What follows belongs to an exercise in optimizing a design on an open flow for small area, a short achievable clock period and few clock cycles per item; a production flow would make more cautious choices.
Function was checked by simulation only, so behaviour that the tests miss may differ from the original.
No activity file was given, so power comes from the tool's default toggle rates.

File: design/flow/run.sh
#!/bin/bash
# synth_recipe.tcl (not shown) runs the flow's synth.tcl, then flattens the netlist and writes it again
# the make line also repeats each setting of config.mk as NAME=value (left out here)
make -C /OpenROAD-flow-scripts/flow DESIGN_CONFIG=/design/flow/config.mk WORK_HOME=/design/flow/orfs CLKGATE_MAP_FILE= SYNTH_SCRIPT=/design/flow/synth_recipe.tcl finish
File: design/flow/config.mk
export PLATFORM = sky130hd
export DESIGN_NAME = polyline_proximity_warning_core
export DESIGN_NICKNAME = polyline_proximity_warning_core
export VERILOG_FILES = /design/flow/design.v
export SDC_FILE = /design/flow/constraint.sdc
export NUM_CORES = 8
export LEC_CHECK = 0
export ABC_CLOCK_PERIOD_IN_PS = 5000
export CAP_MARGIN = 20
export CORE_MARGIN = 2
export CORE_UTILIZATION = 40
export SETUP_SLACK_MARGIN = 5
export SLEW_MARGIN = 20
File: design/flow/constraint.sdc
create_clock -name core_clock -period 11.0 [get_ports {clk}]
set_input_delay 2.2000 -clock core_clock [delete_from_list [all_inputs] [get_ports {clk}]]
set_output_delay 2.2000 -clock core_clock [all_outputs]
set_load 0.01 [all_outputs]
File: design/flow/design.v
package ppw_pkg;
  localparam int MaxPoints = 64;
  localparam int IdxW      = $clog2(MaxPoints);
  localparam int CntW      = $clog2(MaxPoints + 1);
  localparam int CoordW    = 23;
  localparam int DistW     = 23;
  localparam int LevelW    = 8;
  localparam int StepW     = 16;
  localparam int PointsW   = 7;
  localparam int D2W       = 48;
  localparam int CfgW      = 23;
  localparam logic [DistW-1:0] DistSat = {DistW{1'b1}};
  localparam logic [LevelW-1:0] LevelMax = {LevelW{1'b1}};
  localparam int VtxW      = 2 * CoordW;
  typedef logic signed [CoordW-1:0] coord_t;
  typedef struct packed {
    coord_t z;
    coord_t x;
  } vtx_t;
  function automatic logic [2*CoordW-1:0] default_vtx(input logic [IdxW-1:0] idx);
    logic [2*CoordW-1:0] v;
    case (idx)
      IdxW'(0): v = 46'h00140107129a;   
      IdxW'(1): v = 46'h0054b606d493;   
      IdxW'(2): v = 46'h009cfc0673c6;   
      IdxW'(3): v = 46'h00e8f106095f;   
      IdxW'(4): v = 46'h01408505653e;   
      IdxW'(5): v = 46'h019a7d0499a2;   
      IdxW'(6): v = 46'h01eb9983b710;   
      IdxW'(7): v = 46'h01fed3031f2d;   
      IdxW'(8): v = 46'h0225a0829802;   
      IdxW'(9): v = 46'h022614025fd6;   
      IdxW'(10): v = 46'h02007e81fc39;   
      IdxW'(11): v = 46'h021ee181501d;   
      IdxW'(12): v = 46'h02519a013047;   
      IdxW'(13): v = 46'h0257e48100d5;   
      IdxW'(14): v = 46'h0261a9807f08;   
      IdxW'(15): v = 46'h02629d001a3f;   
      IdxW'(16): v = 46'h025c997edcf9;   
      IdxW'(17): v = 46'h02807dfda62e;   
      IdxW'(18): v = 46'h02795f7c605f;   
      IdxW'(19): v = 46'h023b3b7b3372;   
      IdxW'(20): v = 46'h01f38979fac3;   
      IdxW'(21): v = 46'h01a227796436;   
      IdxW'(22): v = 46'h015178f86bb6;   
      IdxW'(23): v = 46'h00cb1d77eb72;   
      IdxW'(24): v = 46'h0060f077ed5e;   
      IdxW'(25): v = 46'h3fa6ed783486;   
      IdxW'(26): v = 46'h3f627a78c037;   
      IdxW'(27): v = 46'h3ea21af92992;   
      IdxW'(28): v = 46'h3e42a87a3b6e;   
      IdxW'(29): v = 46'h3da9437b777c;   
      IdxW'(30): v = 46'h3d2680fcfd3a;   
      IdxW'(31): v = 46'h3d02e5ff0a5b;   
      IdxW'(32): v = 46'h3cf794009865;   
      IdxW'(33): v = 46'h3d13f382d35e;   
      IdxW'(34): v = 46'h3d96fd05f292;   
      IdxW'(35): v = 46'h3e0d6906d2f3;   
      IdxW'(36): v = 46'h3e922d0779b5;   
      IdxW'(37): v = 46'h3f9838875a31;   
      default:    v = '0;
    endcase
    default_vtx = v;
  endfunction
endpackage
module ppw_vtx_mem (
  input  logic                                         clk,
  input  logic                                         rst_n,
  input  logic                                         wr_req,
  input  logic [ppw_pkg::IdxW-1:0]                     wr_addr,
  input  logic [ppw_pkg::VtxW-1:0]                     wr_data,
  input  logic                                         wr_ok,
  output logic                                         wr_pend,
  output logic                                         wr_fire,
  output logic                                         busy,
  output logic [ppw_pkg::IdxW-1:0]                     head,
  output logic [ppw_pkg::MaxPoints*ppw_pkg::VtxW-1:0]  ring
);
  localparam int VW = ppw_pkg::VtxW;
  localparam int NP = ppw_pkg::MaxPoints;
  logic [VW-1:0]              ring_r [NP];
  logic [ppw_pkg::IdxW-1:0]   head_r;
  logic [ppw_pkg::IdxW:0]     rcnt_r;
  logic                       pend_r;
  logic [ppw_pkg::IdxW-1:0]   paddr_r;
  logic [VW-1:0]              pdata_r;
  logic                       restore;
  logic [VW-1:0]              tail_in;
  assign restore = !rst_n || (rcnt_r != '0);
  assign wr_fire = pend_r && (paddr_r == head_r) && wr_ok && rst_n;
  always_comb begin
    tail_in = ring_r[0];
    if (!rst_n)       tail_in = ppw_pkg::default_vtx(ppw_pkg::IdxW'(ppw_pkg::MaxPoints - 1));
    else if (restore) tail_in = ppw_pkg::default_vtx(head_r);
    else if (wr_fire) tail_in = pdata_r;
  end
  always_ff @(posedge clk) begin
    for (int s = 0; s < NP - 1; s++) ring_r[s] <= ring_r[s+1];
    ring_r[NP-1] <= tail_in;
  end
  always_ff @(posedge clk) begin
    if (!rst_n) head_r <= '0;
    else        head_r <= head_r + 1'b1;
  end
  always_ff @(posedge clk) begin
    if (!rst_n) begin
      rcnt_r <= (ppw_pkg::IdxW+1)'(NP - 1);
      pend_r <= 1'b0;
    end else begin
      if (rcnt_r != '0) rcnt_r <= rcnt_r - 1'b1;
      if (wr_req)       pend_r <= 1'b1;
      else if (wr_fire) pend_r <= 1'b0;
    end
  end
  always_ff @(posedge clk) begin
    if (wr_req) begin
      paddr_r <= wr_addr;
      pdata_r <= wr_data;
    end
  end
  assign wr_pend = pend_r;
  assign busy    = (rcnt_r != '0);
  assign head    = head_r;
  for (genvar s = 0; s < NP; s++) begin : g_tap
    assign ring[s*VW +: VW] = ring_r[s];
  end
endmodule
module ppw_seg_unit (
  input  logic                        clk,
  input  logic                        rst_n,
  input  logic                        start,
  input  logic                        kill,
  input  logic [4:0]                  kb,
  input  logic [ppw_pkg::VtxW-1:0]    a,
  input  logic [ppw_pkg::VtxW-1:0]    b,
  input  logic [ppw_pkg::CoordW-1:0]  px,
  input  logic [ppw_pkg::CoordW-1:0]  pz,
  output logic                        ready,
  output logic                        done,
  output logic [ppw_pkg::DistW-1:0]   r
);
  localparam int CW  = ppw_pkg::CoordW;
  localparam int DW  = CW + 1;            
  localparam int OW  = DW + 1;            
  localparam int PW  = 2 * OW;            
  localparam int LW  = 2 * DW - 1;        
  localparam int CCW = LW + 2;            
  localparam int NW  = 96;                
  localparam int RW  = 72;                
  localparam int TW  = LW + 26;           
  localparam int RB  = 24;                
  typedef enum logic [1:0] {F_IDLE, F_MUL, F_WAIT} fst_t;
  typedef enum logic [1:0] {S_IDLE, S_SQD, S_FIN} sst_t;
  typedef enum logic [2:0] {T_NONE, T_SET, T_ADD, T_SUB, T_ADD25, T_ADD48} tag_t;
  fst_t                   fst_r;
  sst_t                   sst_r;
  logic [3:0]             step_r;
  logic [4:0]             kb_r;
  logic signed [DW-1:0]   sa, sb;           
  logic                   sa_z, sa_b, sb_z;
  logic signed [OW-1:0]   ma, mb, ma_r, mb_r;
  logic                   ma_sa, ma_sb, mb_sa, mb_sb, m_cl_a, m_cl_b, m_ch_a, m_ch_b;
  tag_t                   tag, tag1_r, tag2_r;
  logic signed [PW-1:0]   p_r;
  logic signed [NW-1:0]   acc_r, acc_a, acc_b, acc_s;
  logic                   acc_cin;
  logic [LW-1:0]          d_r;
  logic [LW+1:0]          d3_r;
  logic [CCW-1:0]         c_r;
  logic                   clamp_a, clamp_b, clamp_r, csel_b_r, sat_r;
  logic signed [CCW-1:0]  dot, cval;
  logic signed [CCW+23:0] cscl;
  logic                   c_ovf, f_last, f_fin, pre_sat, hand;
  logic [RW-1:0]          rm_r;
  logic [47:0]            nlo_r;
  logic [TW-1:0]          t_r;
  logic [LW-1:0]          bd_r;
  logic [LW+1:0]          bd3_r;
  logic [RB-1:0]          root_r;
  logic [4:0]             cnt_r;
  logic                   bsat_r, bit_ok;
  logic [RW+2:0]          rm2, diff;
  assign sa = sa_z ? (DW'($signed(pz)) - DW'($signed(sa_b ? b[2*CW-1:CW] : a[2*CW-1:CW])))
                   : (DW'($signed(px)) - DW'($signed(sa_b ? b[CW-1:0]    : a[CW-1:0])));
  assign sb = sb_z ? (DW'($signed(b[2*CW-1:CW])) - DW'($signed(a[2*CW-1:CW])))
                   : (DW'($signed(b[CW-1:0]))    - DW'($signed(a[CW-1:0])));
  assign dot     = acc_r[CCW-1:0];
  assign clamp_a = (d_r == '0) || dot[CCW-1] || (dot == '0);
  assign clamp_b = !clamp_a && ($signed({2'b00, d_r}) <= dot);
  always_comb begin
    sa_z = 1'b0; sa_b = 1'b0; sb_z = 1'b0; tag = T_NONE;
    ma_sa = 1'b0; ma_sb = 1'b0; mb_sa = 1'b0; mb_sb = 1'b0;
    m_cl_a = 1'b0; m_cl_b = 1'b0; m_ch_a = 1'b0; m_ch_b = 1'b0;
    case (step_r)
      4'd0: begin ma_sa = 1'b1; mb_sb = 1'b1; sb_z = 1'b1; tag = T_SET; end           
      4'd1: begin ma_sa = 1'b1; sa_z = 1'b1; mb_sb = 1'b1; tag = T_SUB; end           
      4'd2: begin ma_sb = 1'b1; mb_sb = 1'b1; tag = T_SET; end                        
      4'd3: begin ma_sb = 1'b1; mb_sb = 1'b1; sb_z = 1'b1; tag = T_ADD; end           
      4'd4: begin ma_sa = 1'b1; mb_sb = 1'b1; tag = T_SET; end                        
      4'd5: begin ma_sa = 1'b1; sa_z = 1'b1; mb_sb = 1'b1; sb_z = 1'b1; tag = T_ADD; end  
      4'd6: begin m_cl_a = 1'b1; m_cl_b = 1'b1; tag = T_SET; end                      
      4'd7: begin m_ch_a = 1'b1; m_cl_b = 1'b1; tag = T_ADD25; end                    
      4'd8: begin
        if (clamp_a || clamp_b) begin
          ma_sa = 1'b1; mb_sa = 1'b1; sa_b = clamp_b; tag = T_SET;                    
        end else begin
          m_ch_a = 1'b1; m_ch_b = 1'b1; tag = T_ADD48;                                
        end
      end
      4'd9: if (clamp_r) begin
        ma_sa = 1'b1; mb_sa = 1'b1; sa_z = 1'b1; sa_b = csel_b_r; tag = T_ADD;        
      end
      default: ;
    endcase
  end
  always_comb begin
    ma = '0;
    if (ma_sa)  ma = OW'(sa);
    if (ma_sb)  ma = OW'(sb);
    if (m_cl_a) ma = $signed({1'b0, c_r[23:0]});
    if (m_ch_a) ma = $signed(c_r[CCW-1:24]);
    mb = '0;
    if (mb_sa)  mb = OW'(sa);
    if (mb_sb)  mb = OW'(sb);
    if (m_cl_b) mb = $signed({1'b0, c_r[23:0]});
    if (m_ch_b) mb = $signed(c_r[CCW-1:24]);
  end
  assign cval  = acc_r[CCW-1:0];
  assign cscl  = (CCW+24)'(cval) <<< (5'd23 - kb_r);
  assign c_ovf = !((cscl[CCW+23:CCW-2] == '0) || (cscl[CCW+23:CCW-2] == '1));
  always_comb begin
    acc_a = (tag2_r == T_SET) ? '0 : acc_r;
    acc_b = NW'(p_r);
    acc_cin = 1'b0;
    case (tag2_r)
      T_SUB:   begin acc_b = ~(NW'(p_r)); acc_cin = 1'b1; end
      T_ADD25: acc_b = NW'(p_r) <<< 25;
      T_ADD48: acc_b = NW'(p_r) <<< 48;
      default: ;
    endcase
  end
  assign acc_s = acc_a + acc_b + NW'(acc_cin);
  assign f_last  = (fst_r == F_MUL) && (clamp_r ? (step_r == 4'd12) : (step_r == 4'd11));
  assign f_fin   = f_last || (fst_r == F_WAIT);
  assign pre_sat = (acc_r[NW-1:48] >= (NW-48)'(d_r));
  assign hand    = f_fin && (sst_r == S_IDLE || (sst_r == S_FIN));
  assign ready   = (fst_r == F_IDLE);
  always_ff @(posedge clk) begin
    if (!rst_n || kill) begin
      fst_r <= F_IDLE;
      sst_r <= S_IDLE;
    end else begin
      case (fst_r)
        F_IDLE: if (start) fst_r <= F_MUL;
        F_MUL:  if (f_last) fst_r <= hand ? F_IDLE : F_WAIT;
        F_WAIT: if (hand) fst_r <= F_IDLE;
        default: fst_r <= F_IDLE;
      endcase
      case (sst_r)
        S_IDLE: if (hand) sst_r <= (pre_sat || sat_r) ? S_FIN : S_SQD;
        S_SQD:  if (cnt_r == 5'd1) sst_r <= S_FIN;
        S_FIN:  if (hand) sst_r <= (pre_sat || sat_r) ? S_FIN : S_SQD;
                else      sst_r <= S_IDLE;
        default: sst_r <= S_IDLE;
      endcase
    end
  end
  always_ff @(posedge clk) begin
    ma_r   <= ma;
    mb_r   <= mb;
    tag1_r <= (fst_r == F_MUL) ? tag : T_NONE;
    p_r    <= ma_r * mb_r;
    tag2_r <= tag1_r;
    if (fst_r == F_IDLE) begin
      step_r <= '0;
      kb_r   <= kb;
      sat_r  <= 1'b0;
    end
    if (fst_r == F_MUL) begin
      step_r <= step_r + 4'd1;
      if (tag2_r != T_NONE) acc_r <= acc_s;
      if (step_r == 4'd4) c_r <= CCW'(cscl);            
      if (step_r == 4'd4) sat_r <= c_ovf;
      if (step_r == 4'd6) d_r <= acc_r[LW-1:0];         
      if (step_r == 4'd7) d3_r <= (LW+2)'(d_r) + (LW+2)'({d_r, 1'b0});
      if (step_r == 4'd8) begin                         
        clamp_r  <= clamp_a || clamp_b;
        csel_b_r <= clamp_b;
        if (clamp_a || clamp_b) sat_r <= 1'b0;
      end
      if (step_r == 4'd9 && clamp_r) begin
        d_r  <= LW'(1);
        d3_r <= (LW+2)'(3);
      end
    end
  end
  assign rm2    = {1'b0, rm_r, nlo_r[47:46]};
  assign diff   = rm2 - (RW+3)'(t_r);
  assign bit_ok = !diff[RW+2];
  always_ff @(posedge clk) begin
    if (hand) begin
      rm_r   <= RW'(acc_r[NW-1:48]);
      nlo_r  <= acc_r[47:0];
      t_r    <= TW'(d_r);
      bd_r   <= d_r;
      bd3_r  <= d3_r;
      root_r <= '0;
      cnt_r  <= clamp_r ? 5'(RB) : (kb_r + 5'd1);
      bsat_r <= pre_sat || sat_r;
    end else if (sst_r == S_SQD) begin
      cnt_r  <= cnt_r - 5'd1;
      rm_r   <= bit_ok ? RW'(diff) : RW'(rm2);
      nlo_r  <= {nlo_r[45:0], 2'b00};
      root_r <= {root_r[RB-2:0], bit_ok};
      t_r    <= TW'({t_r, 1'b0}) + (bit_ok ? TW'(bd3_r) : ~(TW'(bd_r)) + TW'(1));
    end
  end
  assign done = (sst_r == S_FIN);
  assign r    = (bsat_r || root_r[RB-1]) ? ppw_pkg::DistSat : root_r[ppw_pkg::DistW-1:0];
endmodule
module ppw_post (
  input  logic                      clk,
  input  logic                      rst_n,
  input  logic                      start,
  input  logic [ppw_pkg::DistW-1:0] dist_in,
  input  logic                      god,
  input  logic [ppw_pkg::DistW-1:0] warn,
  input  logic [ppw_pkg::DistW-1:0] shoot_dist,
  input  logic [ppw_pkg::StepW-1:0] step,
  input  logic                      out_tready,
  output logic                      busy,
  output logic                      out_tvalid,
  output logic [31:0]               out_tdata
);
  localparam int DW = ppw_pkg::DistW;
  localparam int SW = ppw_pkg::StepW;
  localparam int LV = ppw_pkg::LevelW;
  typedef enum logic [1:0] {P_IDLE, P_DIV, P_HOLD} pst_t;
  pst_t              st_r;
  logic [3:0]        cnt_r;
  logic [DW-1:0]     dist_r, rem_r;
  logic [DW-1:0]     dv_r;
  logic [LV-1:0]     q_r;
  logic              in_warn, shoot_r, sat_r, qbit;
  logic [SW-1:0]     s_eff;
  logic [DW:0]       diff;
  logic [LV-1:0]     level;
  logic              out_load;
  logic              out_tvalid_r;
  logic [31:0]       out_tdata_r;
  assign diff    = (DW+1)'(warn) - (DW+1)'(dist_r);
  assign s_eff   = (step == '0) ? SW'(1) : step;
  assign in_warn = (dist_r <= warn);
  assign qbit    = (rem_r >= dv_r);
  assign out_load = (st_r == P_HOLD) && (!out_tvalid_r || out_tready);
  always_comb begin
    if (!in_warn)           level = '0;
    else if (sat_r)         level = ppw_pkg::LevelMax;
    else if (q_r == '0)     level = LV'(1);
    else                    level = q_r;
  end
  always_ff @(posedge clk) begin
    if (!rst_n) st_r <= P_IDLE;
    else begin
      case (st_r)
        P_IDLE: if (start) st_r <= P_DIV;
        P_DIV:  if (cnt_r == 4'd0) st_r <= P_HOLD;
        P_HOLD: if (out_load) st_r <= P_IDLE;
        default: st_r <= P_IDLE;
      endcase
    end
  end
  always_ff @(posedge clk) begin
    case (st_r)
      P_IDLE: begin
        dist_r  <= dist_in;
        shoot_r <= !god;
        cnt_r   <= 4'd9;
      end
      P_DIV: begin
        cnt_r <= cnt_r - 4'd1;
        if (cnt_r == 4'd9) begin
          rem_r   <= diff[DW-1:0];
          sat_r   <= ({1'b0, diff[DW-1:0]} >= {1'b0, s_eff, 8'b0});
          dv_r    <= DW'({s_eff, 7'b0});
          q_r     <= '0;
          shoot_r <= shoot_r && (dist_r <= shoot_dist);
        end else if (cnt_r != 4'd0) begin
          rem_r <= qbit ? rem_r - dv_r : rem_r;
          q_r   <= {q_r[LV-2:0], qbit};
          dv_r  <= dv_r >> 1;
        end
      end
      default: ;
    endcase
  end
  always_ff @(posedge clk) begin
    if (!rst_n)        out_tvalid_r <= 1'b0;
    else if (out_load) out_tvalid_r <= 1'b1;
    else if (out_tready) out_tvalid_r <= 1'b0;
  end
  always_ff @(posedge clk) begin
    if (out_load) out_tdata_r <= {shoot_r && in_warn, level, dist_r};
  end
  assign busy       = (st_r != P_IDLE);
  assign out_tvalid = out_tvalid_r;
  assign out_tdata  = out_tdata_r;
endmodule
module polyline_proximity_warning_core (
  input  logic        clk,
  input  logic        rst_n,
  input  logic        in_tvalid,
  output logic        in_tready,
  input  logic [55:0] in_tdata,    
  input  logic [1:0]  in_tuser,    
  output logic        out_tvalid,
  input  logic        out_tready,
  output logic [31:0] out_tdata,   
  input  logic        cfg_we,
  input  logic [1:0]  cfg_index,
  input  logic [22:0] cfg_wdata
);
  localparam int Lanes = 2;
  localparam int SC    = 6;                    
  localparam int NP    = ppw_pkg::MaxPoints;
  localparam int SL    = NP / Lanes;           
  localparam int CW    = ppw_pkg::CoordW;
  localparam int QW    = CW - SC;              
  localparam int VW    = ppw_pkg::VtxW;
  localparam int IW    = ppw_pkg::IdxW;
  localparam int GW    = QW;                   
  localparam int KW    = GW + IW;              
  localparam int UW    = QW + 1;               
  localparam int DW    = ppw_pkg::DistW;
  logic [ppw_pkg::PointsW-1:0] points_r;
  logic [DW-1:0]               warn_r, shoot_r;
  logic [ppw_pkg::StepW-1:0]   step_r;
  logic [IW:0]                 n_cur;
  always_ff @(posedge clk) begin
    if (!rst_n) begin
      points_r <= ppw_pkg::PointsW'(38);
      warn_r   <= DW'(9600);
      shoot_r  <= DW'(5200);
      step_r   <= ppw_pkg::StepW'(440);
    end else if (cfg_we) begin
      case (cfg_index)
        2'd0: points_r <= cfg_wdata[ppw_pkg::PointsW-1:0];
        2'd1: warn_r   <= cfg_wdata;
        2'd2: shoot_r  <= cfg_wdata;
        2'd3: step_r   <= cfg_wdata[ppw_pkg::StepW-1:0];
        default: ;
      endcase
    end
  end
  assign n_cur = (points_r > ppw_pkg::PointsW'(NP)) ? (IW+1)'(NP) : (IW+1)'(points_r);
  logic                 mem_busy, wr_pend, wr_fire, wr_req;
  logic [IW-1:0]        head;
  logic [NP*VW-1:0]     ring;
  logic [CW-1:0]        in_x, in_z;
  logic                 in_acc, is_query, short_q;
  logic                 a_vld_r, b_busy_r, pipe_idle;
  assign in_x      = in_tdata[28:6];
  assign in_z      = in_tdata[51:29];
  assign is_query  = in_tuser[0];
  assign pipe_idle = !a_vld_r && !b_busy_r;
  assign in_tready = !a_vld_r && !mem_busy && (!wr_pend || wr_fire);
  assign in_acc    = in_tvalid && in_tready;
  assign wr_req    = in_acc && !is_query;
  assign short_q   = (in_x == '0 && in_z == '0) || (n_cur < (IW+1)'(2));
  ppw_vtx_mem u_mem (
    .clk     (clk),
    .rst_n   (rst_n),
    .wr_req  (wr_req),
    .wr_addr (in_tdata[IW-1:0]),
    .wr_data ({in_z, in_x}),
    .wr_ok   (pipe_idle),
    .wr_pend (wr_pend),
    .wr_fire (wr_fire),
    .busy    (mem_busy),
    .head    (head),
    .ring    (ring)
  );
  function automatic logic [VW-1:0] slot(input logic [NP*VW-1:0] rg, input int s);
    slot = rg[((s + NP) % NP)*VW +: VW];
  endfunction
  logic [CW-1:0]   pax_r, paz_r;
  logic            god_a_r, short_a_r, a_swept_r;
  logic            sw_run_r, sw_for_b_r, sw_first_r;
  logic [5:0]      t_r;
  logic [KW-1:0]   lastkey_r;
  logic [QW-1:0]   sqx_r, sqz_r;             
  logic [UW-1:0]   u_r;
  logic [KW-1:0]   k_r [3];
  logic            kv_r [3];
  logic [VW-1:0]   ka_r [2];
  logic [VW-1:0]   kb_r [2];
  logic            sw_start, sw_start_b, sw_end;
  logic [GW-1:0]   lg_r  [Lanes];
  logic [IW-1:0]   lj_r  [Lanes];
  logic            lsv_r [Lanes];
  logic [UW-1:0]   lu_r  [Lanes];
  logic            lvv_r [Lanes];
  logic            s1_vld_r;
  function automatic logic [QW:0] wdiff(input logic [QW-1:0] p, input logic [CW-1:0] v);
    wdiff = (QW+1)'($signed(p)) - (QW+1)'($signed(v[CW-1:SC]));
  endfunction
  function automatic logic [QW-1:0] omag(input logic [QW:0] w);
    omag = w[QW] ? ~w[QW-1:0] : w[QW-1:0];
  endfunction
  function automatic logic [QW-1:0] gap1(input logic [QW:0] wa, input logic [QW:0] wb);
    logic a_lt_b;
    a_lt_b = ($signed(wa) < $signed(wb));
    if (wa[QW] != wb[QW]) gap1 = '0;
    else if (wa[QW])      gap1 = omag(a_lt_b ? wb : wa);
    else                  gap1 = omag(a_lt_b ? wa : wb);
  endfunction
  always_ff @(posedge clk) begin
    for (int k = 0; k < Lanes; k++) begin
      logic [VW-1:0] va, vb;
      logic [QW:0]   wax, waz, wbx, wbz;
      logic [QW-1:0] gx, gz, mx, mz, mhi, mlo;
      logic [IW-1:0] j;
      va  = slot(ring, k * SL);
      vb  = slot(ring, k * SL + 1);
      j   = head + IW'(k * SL);
      wax = wdiff(sqx_r, va[CW-1:0]);
      waz = wdiff(sqz_r, va[VW-1:CW]);
      wbx = wdiff(sqx_r, vb[CW-1:0]);
      wbz = wdiff(sqz_r, vb[VW-1:CW]);
      gx  = gap1(wax, wbx);
      gz  = gap1(waz, wbz);
      mx  = omag(wax);
      mz  = omag(waz);
      mhi = (mx > mz) ? mx : mz;
      mlo = (mx > mz) ? mz : mx;
      lg_r[k]  <= (gx > gz) ? gx : gz;
      lj_r[k]  <= j;
      lsv_r[k] <= ((IW+1)'(j) + (IW+1)'(2) <= n_cur);
      lu_r[k]  <= UW'(mhi) + UW'(mlo[QW-1:1]) + UW'(5);
      lvv_r[k] <= ((IW+1)'(j) < n_cur);
    end
    s1_vld_r <= sw_run_r && (t_r < 6'(SL));
  end
  logic [KW-1:0]   nk [3];
  logic            nkv [3];
  logic [VW-1:0]   nka [2];
  logic [VW-1:0]   nkb [2];
  logic [UW-1:0]   nu;
  always_comb begin
    for (int i = 0; i < 3; i++) begin nk[i] = k_r[i]; nkv[i] = kv_r[i]; end
    for (int i = 0; i < 2; i++) begin nka[i] = ka_r[i]; nkb[i] = kb_r[i]; end
    nu = u_r;
    for (int k = 0; k < Lanes; k++) begin
      logic [KW-1:0] key;
      logic [VW-1:0] da, db;
      logic          elig;
      key  = {lg_r[k], lj_r[k]};
      da   = slot(ring, k * SL - 1);
      db   = slot(ring, k * SL);
      elig = s1_vld_r && lsv_r[k] && (sw_first_r || key > lastkey_r);
      if (s1_vld_r && lvv_r[k] && lu_r[k] < nu) nu = lu_r[k];
      if (elig) begin
        if (!nkv[0] || key < nk[0]) begin
          nk[2] = nk[1]; nkv[2] = nkv[1];
          nk[1] = nk[0]; nkv[1] = nkv[0]; nka[1] = nka[0]; nkb[1] = nkb[0];
          nk[0] = key;   nkv[0] = 1'b1;   nka[0] = da;     nkb[0] = db;
        end else if (!nkv[1] || key < nk[1]) begin
          nk[2] = nk[1]; nkv[2] = nkv[1];
          nk[1] = key;   nkv[1] = 1'b1;   nka[1] = da;     nkb[1] = db;
        end else if (!nkv[2] || key < nk[2]) begin
          nk[2] = key;   nkv[2] = 1'b1;
        end
      end
    end
  end
  assign sw_end = sw_run_r && (t_r == 6'(SL));
  typedef enum logic [2:0] {B_IDLE, B_EVQ, B_RUN, B_RSW, B_DONE} bst_t;
  bst_t            bst_r;
  logic [CW-1:0]   pbx_r, pbz_r;
  logic            god_b_r;
  logic [UW-1:0]   ub_r;
  logic [GW-1:0]   g1_r, g2_r, g3_r;
  logic [KW-1:0]   key2_r;
  logic            v1_r, v2_r, v3_r;
  logic [VW-1:0]   c1a_r, c1b_r, c2a_r, c2b_r;
  logic            st2_r, nd_r, rsw_req_r, rsw_rdy_r;
  logic [DW-1:0]   best_r;
  logic            best_inf_r;
  logic            take_a, take_rsw;
  logic            ev_start, ev_done, ev_ready, ev_kill;
  logic [DW-1:0]   ev_r;
  logic            q1, q2_now, q2_nx, q3_now, q3_nx, better, start2, fin, more;
  logic            rsw_cancel;
  logic [DW-1:0]   best_nx;
  logic [UW+SC-1:0] ubig;
  logic [4:0]      kbits;
  function automatic logic gap_ok(input logic [GW-1:0] g, input logic [UW-1:0] u,
                                  input logic binf, input logic [DW-1:0] bst);
    gap_ok = (UW'(g) <= u) && (binf || ((DW+1)'(g) <= (DW+1)'(bst >> SC) + (DW+1)'(1)));
  endfunction
  assign better  = best_inf_r || (ev_r < best_r);
  assign best_nx = better ? ev_r : best_r;
  assign q1      = v1_r && gap_ok(g1_r, ub_r, best_inf_r, best_r);
  assign q2_now  = v2_r && gap_ok(g2_r, ub_r, best_inf_r, best_r);
  assign q2_nx   = v2_r && gap_ok(g2_r, ub_r, 1'b0, best_nx);
  assign q3_now  = v3_r && gap_ok(g3_r, ub_r, best_inf_r, best_r);
  assign q3_nx   = v3_r && gap_ok(g3_r, ub_r, 1'b0, best_nx);
  assign start2  = (bst_r == B_RUN) && !st2_r && ev_ready && !ev_done && q2_now;
  assign ev_start = ((bst_r == B_EVQ) && q1) || start2;
  assign ev_kill = (bst_r == B_RUN) && ev_done && !nd_r && st2_r && !q2_nx;
  assign fin     = (bst_r == B_RUN) && ev_done && (nd_r || !q2_nx);
  assign more    = nd_r && q3_nx;
  assign rsw_cancel = fin && !more && rsw_req_r;
  assign ubig  = {ub_r, {SC{1'b0}}};
  always_comb begin
    logic [UW+SC-1:0] m;
    m = ubig;
    if (!best_inf_r && (UW+SC)'(best_r) <= ubig) m = (UW+SC)'(best_r) - (UW+SC)'(1);
    kbits = 5'd23;
    for (int i = 22; i >= 0; i--) if (m < ((UW+SC)'(1) << i)) kbits = 5'(i);
    if (m >= ((UW+SC)'(1) << 23)) kbits = 5'd23;
  end
  ppw_seg_unit u_seg (
    .clk   (clk),
    .rst_n (rst_n),
    .start (ev_start),
    .kill  (ev_kill),
    .kb    (kbits),
    .a     (st2_r ? c2a_r : c1a_r),
    .b     (st2_r ? c2b_r : c1b_r),
    .px    (pbx_r),
    .pz    (pbz_r),
    .ready (ev_ready),
    .done  (ev_done),
    .r     (ev_r)
  );
  logic post_busy, post_start;
  assign post_start = (bst_r == B_DONE) && !post_busy;
  assign take_a   = (bst_r == B_IDLE) && a_vld_r && (short_a_r || a_swept_r);
  assign take_rsw = (bst_r == B_RSW) && rsw_rdy_r;
  assign sw_start_b = (start2 && q3_now && !sw_run_r && !a_vld_r) || (fin && more && !rsw_req_r);
  assign sw_start = !sw_run_r && !rsw_rdy_r && a_vld_r && !short_a_r && !a_swept_r;
  always_ff @(posedge clk) begin
    if (!rst_n) begin
      a_vld_r   <= 1'b0;
      sw_run_r  <= 1'b0;
      bst_r     <= B_IDLE;
      b_busy_r  <= 1'b0;
      rsw_rdy_r <= 1'b0;
    end else begin
      if (in_acc && is_query) a_vld_r <= 1'b1;
      else if (take_a)        a_vld_r <= 1'b0;
      if (sw_start_b || sw_start)                sw_run_r <= 1'b1;
      else if (sw_end || (rsw_cancel && sw_for_b_r)) sw_run_r <= 1'b0;
      if (sw_end && sw_for_b_r && !rsw_cancel) rsw_rdy_r <= 1'b1;
      else if (take_rsw || rsw_cancel)         rsw_rdy_r <= 1'b0;
      case (bst_r)
        B_IDLE: if (take_a) begin
          bst_r    <= short_a_r ? B_DONE : B_EVQ;
          b_busy_r <= 1'b1;
        end
        B_EVQ: bst_r <= q1 ? B_RUN : B_DONE;
        B_RUN: if (fin) bst_r <= more ? B_RSW : B_DONE;
        B_RSW: if (take_rsw) bst_r <= B_EVQ;
        B_DONE: if (post_start) begin
          bst_r    <= B_IDLE;
          b_busy_r <= 1'b0;
        end
        default: bst_r <= B_IDLE;
      endcase
    end
  end
  always_ff @(posedge clk) begin
    if (in_acc && is_query) begin
      pax_r     <= in_x;
      paz_r     <= in_z;
      god_a_r   <= in_tuser[1];
      short_a_r <= short_q;
      a_swept_r <= 1'b0;
    end
    if (sw_end && !sw_for_b_r) a_swept_r <= 1'b1;
    if (sw_start_b) a_swept_r <= 1'b0;    
    if (sw_start_b || sw_start) begin
      t_r        <= '0;
      sw_for_b_r <= sw_start_b;
      sw_first_r <= !sw_start_b;
      lastkey_r  <= key2_r;
      sqx_r      <= sw_start_b ? pbx_r[CW-1:SC] : pax_r[CW-1:SC];
      sqz_r      <= sw_start_b ? pbz_r[CW-1:SC] : paz_r[CW-1:SC];
      u_r        <= '1;
      for (int i = 0; i < 3; i++) kv_r[i] <= 1'b0;
    end else if (sw_run_r) begin
      t_r <= t_r + 6'd1;
      u_r <= nu;
      for (int i = 0; i < 3; i++) begin k_r[i] <= nk[i]; kv_r[i] <= nkv[i]; end
      for (int i = 0; i < 2; i++) begin ka_r[i] <= nka[i]; kb_r[i] <= nkb[i]; end
    end
    if (take_a) begin
      pbx_r      <= pax_r;
      pbz_r      <= paz_r;
      god_b_r    <= god_a_r;
      ub_r       <= u_r;
      best_r     <= ppw_pkg::DistSat;
      best_inf_r <= !short_a_r;
    end
    if (take_a || take_rsw) begin
      st2_r     <= 1'b0;
      nd_r      <= 1'b0;
      rsw_req_r <= 1'b0;
      g1_r      <= k_r[0][KW-1:IW];
      g2_r      <= k_r[1][KW-1:IW];
      key2_r    <= k_r[1];
      g3_r      <= k_r[2][KW-1:IW];
      v1_r      <= kv_r[0];
      v2_r      <= kv_r[1];
      v3_r      <= kv_r[2];
      c1a_r     <= ka_r[0];
      c1b_r     <= kb_r[0];
      c2a_r     <= ka_r[1];
      c2b_r     <= kb_r[1];
    end
    if (start2) st2_r <= 1'b1;
    if (sw_start_b) rsw_req_r <= 1'b1;
    if (rsw_cancel) rsw_req_r <= 1'b0;
    if (bst_r == B_RUN && ev_done) begin
      best_r     <= best_nx;
      best_inf_r <= 1'b0;
      nd_r       <= 1'b1;
    end
  end
  ppw_post u_post (
    .clk        (clk),
    .rst_n      (rst_n),
    .start      (post_start),
    .dist_in    (best_r),
    .god        (god_b_r),
    .warn       (warn_r),
    .shoot_dist (shoot_r),
    .step       (step_r),
    .out_tready (out_tready),
    .busy       (post_busy),
    .out_tvalid (out_tvalid),
    .out_tdata  (out_tdata)
  );
endmodule
==> out/qor.csv, run 1 <==
metric;value;unit
hold path depth;0;
register area share after synthesis;51.3;%
synthesized net count;21800;
Peak VDD IR;3120;uV
Worst Setup SP;sqz_r[1];
core area;525000;um^2
CTS Hold Bufs;0;
Clock power frac;16.5;%
Max stage delay on crit path;460;ps
Post-Route WL;675;mm
Die X;730;um
post-synth top area cell;dfxtp_1;
Top FF cell, synth;dfxtp_1;
synthesized instance count;19600;
Die Ht;730;um
initial antenna violation count;71;
htree depth;5;
TritonCTS clock tree;built;
Post-Route Setup TNS;0;ps
Max-Slew Margin vs Limit;21.3;%
total grt overflow;0;
Max clock buf depth;4;
full die area;534000;um^2
root buffer cell;clkbuf_16;
final worst slack;3160;ps
CP Data Required Time;11870;ps
Worst Tran Pin Value;1170;ps
initial drt markers;13900;
DRT Pass-1 Iters;7;
Logic pwr share;62.4;%
Mean Syn Cell Area;10.8;um^2
dpl ws;2000;ps
min Tclk post-route;7840;ps
GRT Util Overall;24.2;%
antenna viol nets, final;0;
RSZ-0062 raised after global routing;true;
DP HPWL;442;mm
CP endpoint kind;register;
clk latency of the worst-skew pair;1050;ps
PD cells;368;nW/um^2
Sw Ratio;38.6;%
final setup violation count;0;
reg2reg path depth;36;
Layout Utilization;49.1;%
most used cell, CP;o21a_1;
via count of the routed design;153000;
Setup CP Type;reg -> reg;
status;timing/DRC/antenna clean;
P_int;58.4;mW
final-report hold violation count;0;
Sink Count;4733;
max_cap viols;0;
DR DRC count;0;
Synth area leaders;dfxtp_1 32%, edfxtp_1 19%, ha_1 8.8%, fa_1 6.4%, a21oi_1 3.1%;
Flop pwr share;21.0;%
Post-synth ARST share;0;%
vias in the first global route;147000;
vias per cell;5.45;
nets@finish;22900;
HP Class;reg -> reg;
EDFF count, synth;1356;
largest net degree at the start of global routing;147;
CP max FO;7;
Reg clk slew, reported paths;60;ps
design area;258000;um^2
hold path endpoint;u_mem.ring_r[54][25];
global-route wire length before repair;971;mm
critical path's top delay family;compound AO/OA/AOI/OAI gates;
post-synthesis instance area;211000;um^2
Slowest-stage cell, CP;edfxtp_1;
R2R Setup Slk;3160;ps
critical path arrival;8700;ps
Max Clk Rate;128;MHz
number of placed I/O pins;122;
RD Place Congestion;0.961;
post-synthesis cell type count;99;
fin. max-slew vios;0;
Synth Warn #;18;
Yosys top cell area share;32.0;%
FF-to-FF End;lg_r[0][7];
total CTS buffers;438;
worst path bufs/invs;5;
HP Start;u_mem.ring_r[55][25];
synthesized flop and latch total;4733;
FP Rows;266;
post-placement cell area;221000;um^2
starting density of the core;40.2;%
port bufs;117;
part of the cycle the worst path needs;71.2;%
ratio of cells with drive above 1 in the final layout;17.4;%
Leak;107;nW
Startpoint Class;register;
wire per inst;24.1;um
clock skew;92.1;ps
switching power;36.7;mW
area grow syn2layout;22.3;%
R2R Path Start;sqz_r[1];
## final cells by class
cell class              instances  area (um^2)
well taps                    6968         8720
diodes                         25         62.6
repair buffers               1308        16500
repair inverters                2         17.5
flip-flops and latches       4733       108000
clock inverters               190         2100
clock buffers                 629        13000
fillers                     46500       267000
multi-input cells           12600       103000
inverters                    1552         5870
## cells by family (layout without fill, tap and decap cells)
kind of cell             count (synthesis)  in the layout  synth area share (%)
flip-flops                            4733           4733                  51.3
AND/OR/NAND/NOR                       4611           4635                  9.96
AO/OA/AOI/OAI                         4380           4387                  12.8
buffers and inverters                 2310           3681                  4.15
adder cells (fa/ha/maj)               2163           2163                  15.2
XOR/XNOR                               839            839                  3.48
multiplexers                           560            561                  3.04
other                                    0             25                     0
## per-layer routing
layer / up-vias / part of all wire [%] / GRT usage, % / wire (um)
met5: - / 0.032 / 0 / 219
met4: 36 / 6.2 / 12.2 / 41900
met3: 1596 / 7.9 / 4.37 / 53500
li1: 70400 / - / - / -
met1: 74600 / 42 / 32.1 / 282000
met2: 6018 / 44 / 38.1 / 297000
## metrics by stage
stage / cells / hold WS [ps] / power [mW]
floorplan: 19600 / 310 / 47.4
global placement: 26100 / 310 / 56.6
detailed placement: 26100 / 312 / 56.9
CTS: 27700 / 267 / 86.7
global route: 28000 / 276 / 100
finish: 28000 / 282 / 95.0
## cell usage after synthesis, types with 197 or more instances
cell / count
a21o_1: 408
a21oi_1: 1325
and2_1: 277
clkbuf_1: 659
dfxtp_1: 3377
edfxtp_1: 1356
fa_1: 679
ha_1: 1484
inv_1: 1546
mux2i_1: 369
nand2_1: 1707
nand3_1: 205
nor2_1: 1318
nor2b_1: 212
nor3_1: 197
o21ai_0: 1087
o22ai_1: 256
xnor2_1: 561
xor2_1: 278
## power by group through the flow
stage / Sequential, mW / Combinational, mW / Clock (mW)
after global routing: 20.0 / 63.7 / 16.7
after global placement: 20.3 / 36.3 / 0
final: 20.0 / 59.3 / 15.7
after floorplan: 20.0 / 27.4 / 0
after detailed placement: 20.3 / 36.5 / 0
after CTS: 20.0 / 50.7 / 16.0
## worst max path at each step
stage / slack [ps] / depth (start not counted) / endpoint
after floorplan: 570 / 35 / k_r[0][0]
after global placement: 2040 / 39 / lg_r[0][6]
after detailed placement: 2000 / 39 / lg_r[0][5]
after CTS: 3200 / 37 / lg_r[0][1]
after global routing: 2870 / 40 / lg_r[0][6]
final: 3160 / 36 / lg_r[0][7]
## sequential cells by signal, indices dropped and copies added (netlist names), 25 cells and up, named ones only
signal	count
u_mem.ring_r	2944
u_seg.acc_r	96
ka_r	92
kb_r	92
u_seg.t_r	73
u_seg.rm_r	72
k_r	69
u_seg.p_r	50
u_seg.bd3_r	49
u_seg.c_r	49
u_seg.d3_r	49
u_seg.nlo_r	48
u_seg.bd_r	47
u_seg.d_r	47
c1a_r	46
c1b_r	46
c2a_r	46
c2b_r	46
u_mem.pdata_r	46
lu_r	36
lg_r	34
u_post.out_tdata_r	32
u_seg.ma_r	25
u_seg.mb_r	25
## layout by cell type (no fill, tap or decap), types with 172 or more instances in the layout
cell	instances
edfxtp_1	1356
nand2_1	1626
mux2i_1	352
o22ai_1	242
xor2_1	256
nor2_1	1159
inv_1	1482
fa_1	632
a21oi_2	192
buf_6	215
nor3_1	172
dfxtp_1	3321
o21ai_0	821
ha_1	1367
a21o_1	407
nand4_1	184
xnor2_1	482
clkbuf_16	483
and2_1	258
a21oi_1	1102
nor2b_1	198
buf_4	621
nand3_1	188
## repair_timing
| item | 4_1_cts | 5_1_grt |
|---|---|---|
| gates cloned | 164 | 28 |
| resized for setup | 1623 | 989 |
| pin swaps | 592 | 527 |
| endpoints found under the setup margin | 899 | 838 |
| setup buffers | 612 | 219 |
Testbench counts, summed over its fixed seeds: cycles 39,708, queries 640.
==> inputs of run 2 (changes only) <==
--- a/design/flow/config.mk
+++ b/design/flow/config.mk
@@ -6,8 +6,6 @@
 export NUM_CORES = 8
 export LEC_CHECK = 0
-export ABC_CLOCK_PERIOD_IN_PS = 5000
 export CAP_MARGIN = 20
 export CORE_MARGIN = 2
 export CORE_UTILIZATION = 40
-export SETUP_SLACK_MARGIN = 5
 export SLEW_MARGIN = 20
==> run 2 against run 1 <==
  * Clock power grew 3%
  * Still clean on timing, DRC and antenna
  * Largest power group unchanged
  * Clock skew is 73 ps higher
  * Sequential power barely moved
  * Combinational power decreased by 38%
  * Largest cell class unchanged
  * Sequential share of layout area increased by 3.8 points
  * Worst hold slack worse by 79 ps
==> out/qor.csv, run 2 <==
metric;value;unit;change
final non-filler cell total;27000;;-3.5%
largest net degree at the start of global routing;183;;+24%
Top FF cell, synth;dfxtp_1;;
core area;525000;um^2;unchanged
number of placed I/O pins;122;;unchanged
RD Place Congestion;0.970;;+0.84%
Peak VDD IR;1670;uV;-47%
port bufs;117;;unchanged
Post-synth ARST share;0;%;unchanged
Max stage delay on crit path;550;ps;+90 ps
commonest non-fill, non-tap cell in the layout;dfxtp_1;;
total CTS buffers;445;;+1.6%
CP max FO;13;;+6
Max-Slew Margin vs Limit;18.6;%;-2.7 points
clock skew;166;ps;+73.5 ps
Reg clk slew, reported paths;70;ps;about the same
HP Class;reg -> reg;;
max_cap viols;0;;unchanged
DP HPWL;447;mm;+1.1%
status;timing/DRC/antenna clean;;
Leak;98.4;nW;-7.8%
post-synth top area cell;dfxtp_1;;
Yosys top cell area share;32.0;%;unchanged
CP endpoint kind;register;;
GRT Util Overall;22.0;%;-2.3 points
total grt overflow;0;;unchanged
vias per cell;5.33;;-2.3%
cts repair resizes;0;;-100%
final-report hold violation count;0;;unchanged
Post-Route Setup TNS;0;ps;unchanged
Startpoint Class;register;;
Clock power frac;22.1;%;+5.6 points
FP Rows;266;;unchanged
register area share after synthesis;51.3;%;unchanged
synthesized flop and latch total;4733;;unchanged
Slowest-stage cell, CP;a21oi_1;;
critical path arrival;10510;ps;+1810 ps
area grow syn2layout;11.8;%;
Sink Count;4733;;unchanged
initial drt markers;12400;;-11%
EDFF count, synth;1356;;unchanged
post-synthesis instance area;211000;um^2;unchanged
Mean Syn Cell Area;10.8;um^2;unchanged
antenna viol nets, final;0;;unchanged
min Tclk post-route;9610;ps;+1770 ps
Largest Register;u_mem.ring_r;;
final setup violation count;0;;unchanged
dpl cells;26100;;+0.065%
RSZ-0062 raised after global routing;false;;
Logic pwr share;50.4;%;-12 points
synthesized net count;21800;;unchanged
Max clock buf depth;4;;unchanged
Overall Power;72.8;mW;-23%
fin. max-slew vios;0;;unchanged
Setup CP Type;reg -> reg;;
via count of the routed design;144000;;-5.8%
htree depth;5;;unchanged
Synth area leaders;dfxtp_1 32%, edfxtp_1 19%, ha_1 8.8%, fa_1 6.4%, a21oi_1 3.1%;;
most frequent cells in the layout;3,371 x dfxtp_1, 1,703 x nand2_1, 1,539 x inv_1;;
P_int;44.5;mW;-24%
Commonest cells post-synth;3,377 x dfxtp_1, 1,707 x nand2_1, 1,546 x inv_1, 1,484 x ha_1, 1,356 x edfxtp_1;;
global-route wire length before repair;890;mm;-8.3%
biggest regs;u_mem.ring_r x2944, u_seg.acc_r x96;;
Max Clk Rate;104;MHz;-18%
part of the cycle the worst path needs;87.3;%;+16 points
most common cell in the netlist;dfxtp_1;;
Post-Route WL;602;mm;-11%
starting density of the core;40.2;%;unchanged
ratio of cells with drive above 1 in the final layout;6.49;%;-11 points
nets@finish;21900;;-4.4%
Die X;730;um;unchanged
switching power;28.4;mW;-23%
initial antenna violation count;51;;-28%
max FFs per register;2944;;unchanged
DR DRC count;0;;unchanged
CP Data Required Time;11900;ps;+30 ps
Layout Utilization;45.0;%;-4.2 points
Worst Tran Pin Value;1210;ps;+38.4 ps
clk latency of the worst-skew pair;1100;ps;+50 ps
full die area;534000;um^2;unchanged
Filler Cell Count;48800;;+4.9%
Post-CTS Setup Repair Bufs;0;;-100%
Flop pwr share;27.4;%;+6.4 points
most used cell, CP;o21a_1;;
DRT Pass-1 Iters;8;;+1
vias in the first global route;139000;;-5.2%
R2R Setup Slk;1390;ps;-1770 ps
root buffer cell;clkbuf_16;;
TritonCTS clock tree;built;;
Sw Ratio;39.0;%;+0.41 points
CTS Hold Bufs;0;;unchanged
WHS;203;ps;-79.1 ps
synthesized instance count;19600;;unchanged
wire per inst;22.3;um;-7.5%
Die Ht;730;um;unchanged
Synth Warn #;18;;unchanged
PD cells;309;nW/um^2;-16%
post-synthesis cell type count;99;;unchanged
run 2: cell count changes in the layout (fill, tap and decap cells not counted), moves of 97 or more:
cell and change:
buf_12 -134, o21ai_2 -97, ha_1 +117, nor2_4 -107, buf_16 -146, o21ai_1 -140
buf_6 -215, buf_4 -414, a21oi_1 +216, nor2_1 +148, o21ai_0 +262, a21oi_2 -189
run 2: path summary, 6_finish.rpt:
kind / cells after the start / to / start
worst min register to register: 0 / u_mem.ring_r[9][13] / u_mem.ring_r[10][13]
worst min-delay path: 0 / u_mem.ring_r[9][13] / u_mem.ring_r[10][13]
worst max register to register: 39 / lg_r[0][6] / sqx_r[0]
worst max-delay path: 39 / lg_r[0][6] / sqx_r[0]
run 2: power groups by stage:
stage                     clock network [mW]  logic, mW  registers, mW
final                                   16.1       36.7           20.0
after global routing                    17.1       41.1           20.0
after CTS                               16.5       36.8           20.0
after detailed placement                   0       36.5           20.3
after global placement                     0       36.3           20.3
after floorplan                            0       27.4           20.0
run 2: logic make-up (layout without fill, tap and decap cells):
logic type / count (synthesis) / in the layout / share of synthesized area [%]
simple gates: 4611 / 4611 / 9.96
xor+xnor: 839 / 839 / 3.48
compound gates: 4380 / 4380 / 12.8
buf+inv: 2310 / 2713 / 4.15
fa+ha+maj: 2163 / 2163 / 15.2
flops: 4733 / 4733 / 51.3
mux: 560 / 560 / 3.04
other cells: 0 / 35 / 0
run 2: worst max-delay path: cells and delay by family (launching register included):
kind                     cells  cell delay, ps
buffers and inverters        4             840
XOR/XNOR                     1             460
multiplexers                 1             150
flip-flops                   1             360
adder cells (fa/ha/maj)      4            1200
AO/OA/AOI/OAI               24            5440
AND/OR/NAND/NOR              5            1030
run 2: area by class of cell:
| cell class | instances | area (um^2) | share of cell area [%] |
|---|---|---|---|
| repair buffers | 335 | 2930 | 1.24 |
| clock buffers | 616 | 13100 | 5.56 |
| clock inverters | 210 | 2670 | 1.13 |
| flip-flops and latches | 4733 | 108000 | 45.9 |
| inverters | 1552 | 5850 | 2.48 |
| multi-input cells | 12600 | 94400 | 40.0 |
| diodes | 35 | 87.6 | 0.0371 |
| well taps | 6968 | 8720 | 3.69 |
run 2: per-stage QoR:
step	worst slack (ps)	cell area, um^2
6_report	1390	236000
2_1_floorplan	5.82	211000
5_1_grt	746	236000
3_5_place_dp	1480	220000
3_3_place_gp	1560	220000
4_1_cts	1400	236000
run 2: layer usage:
layer	vias to the layer above	GRT usage (%)	wire length, um
li1	68200	-	-
met1	70000	30.2	268000
met2	4479	34.9	268000
met3	1098	3.29	38900
met4	32	8.80	27500
met5	-	0	225

port drivers added, routing unchanged:
The results above use ideal ports. As a check the final layouts listed here were re-extracted and re-timed, cells and wires unchanged. Step 1 sets driving cells, clkbuf_16 on the clock port and buf_2 on the other inputs (assumed; they add their load-dependent delay and slew). Step 2 times the ports against the registers' clock, not the clock port: input delays grow and output delays shrink by t, the midpoint of the rising clock arrivals with the driver on. Slacks: ideal / step 1 / step 2; pairs: ideal / step 1.
| run | t (ns) | setup slack, ns | worst register clock-pin slew, ns |
|---|---|---|---|
| run 1 | 1.131 | 3.163 / 3.163 / 3.163 | 0.08 / 0.08 |
| run 2 | 1.146 | 1.393 / 1.393 / 1.393 | 0.07 / 0.07 |
After both steps setup and hold are still met in every run listed.
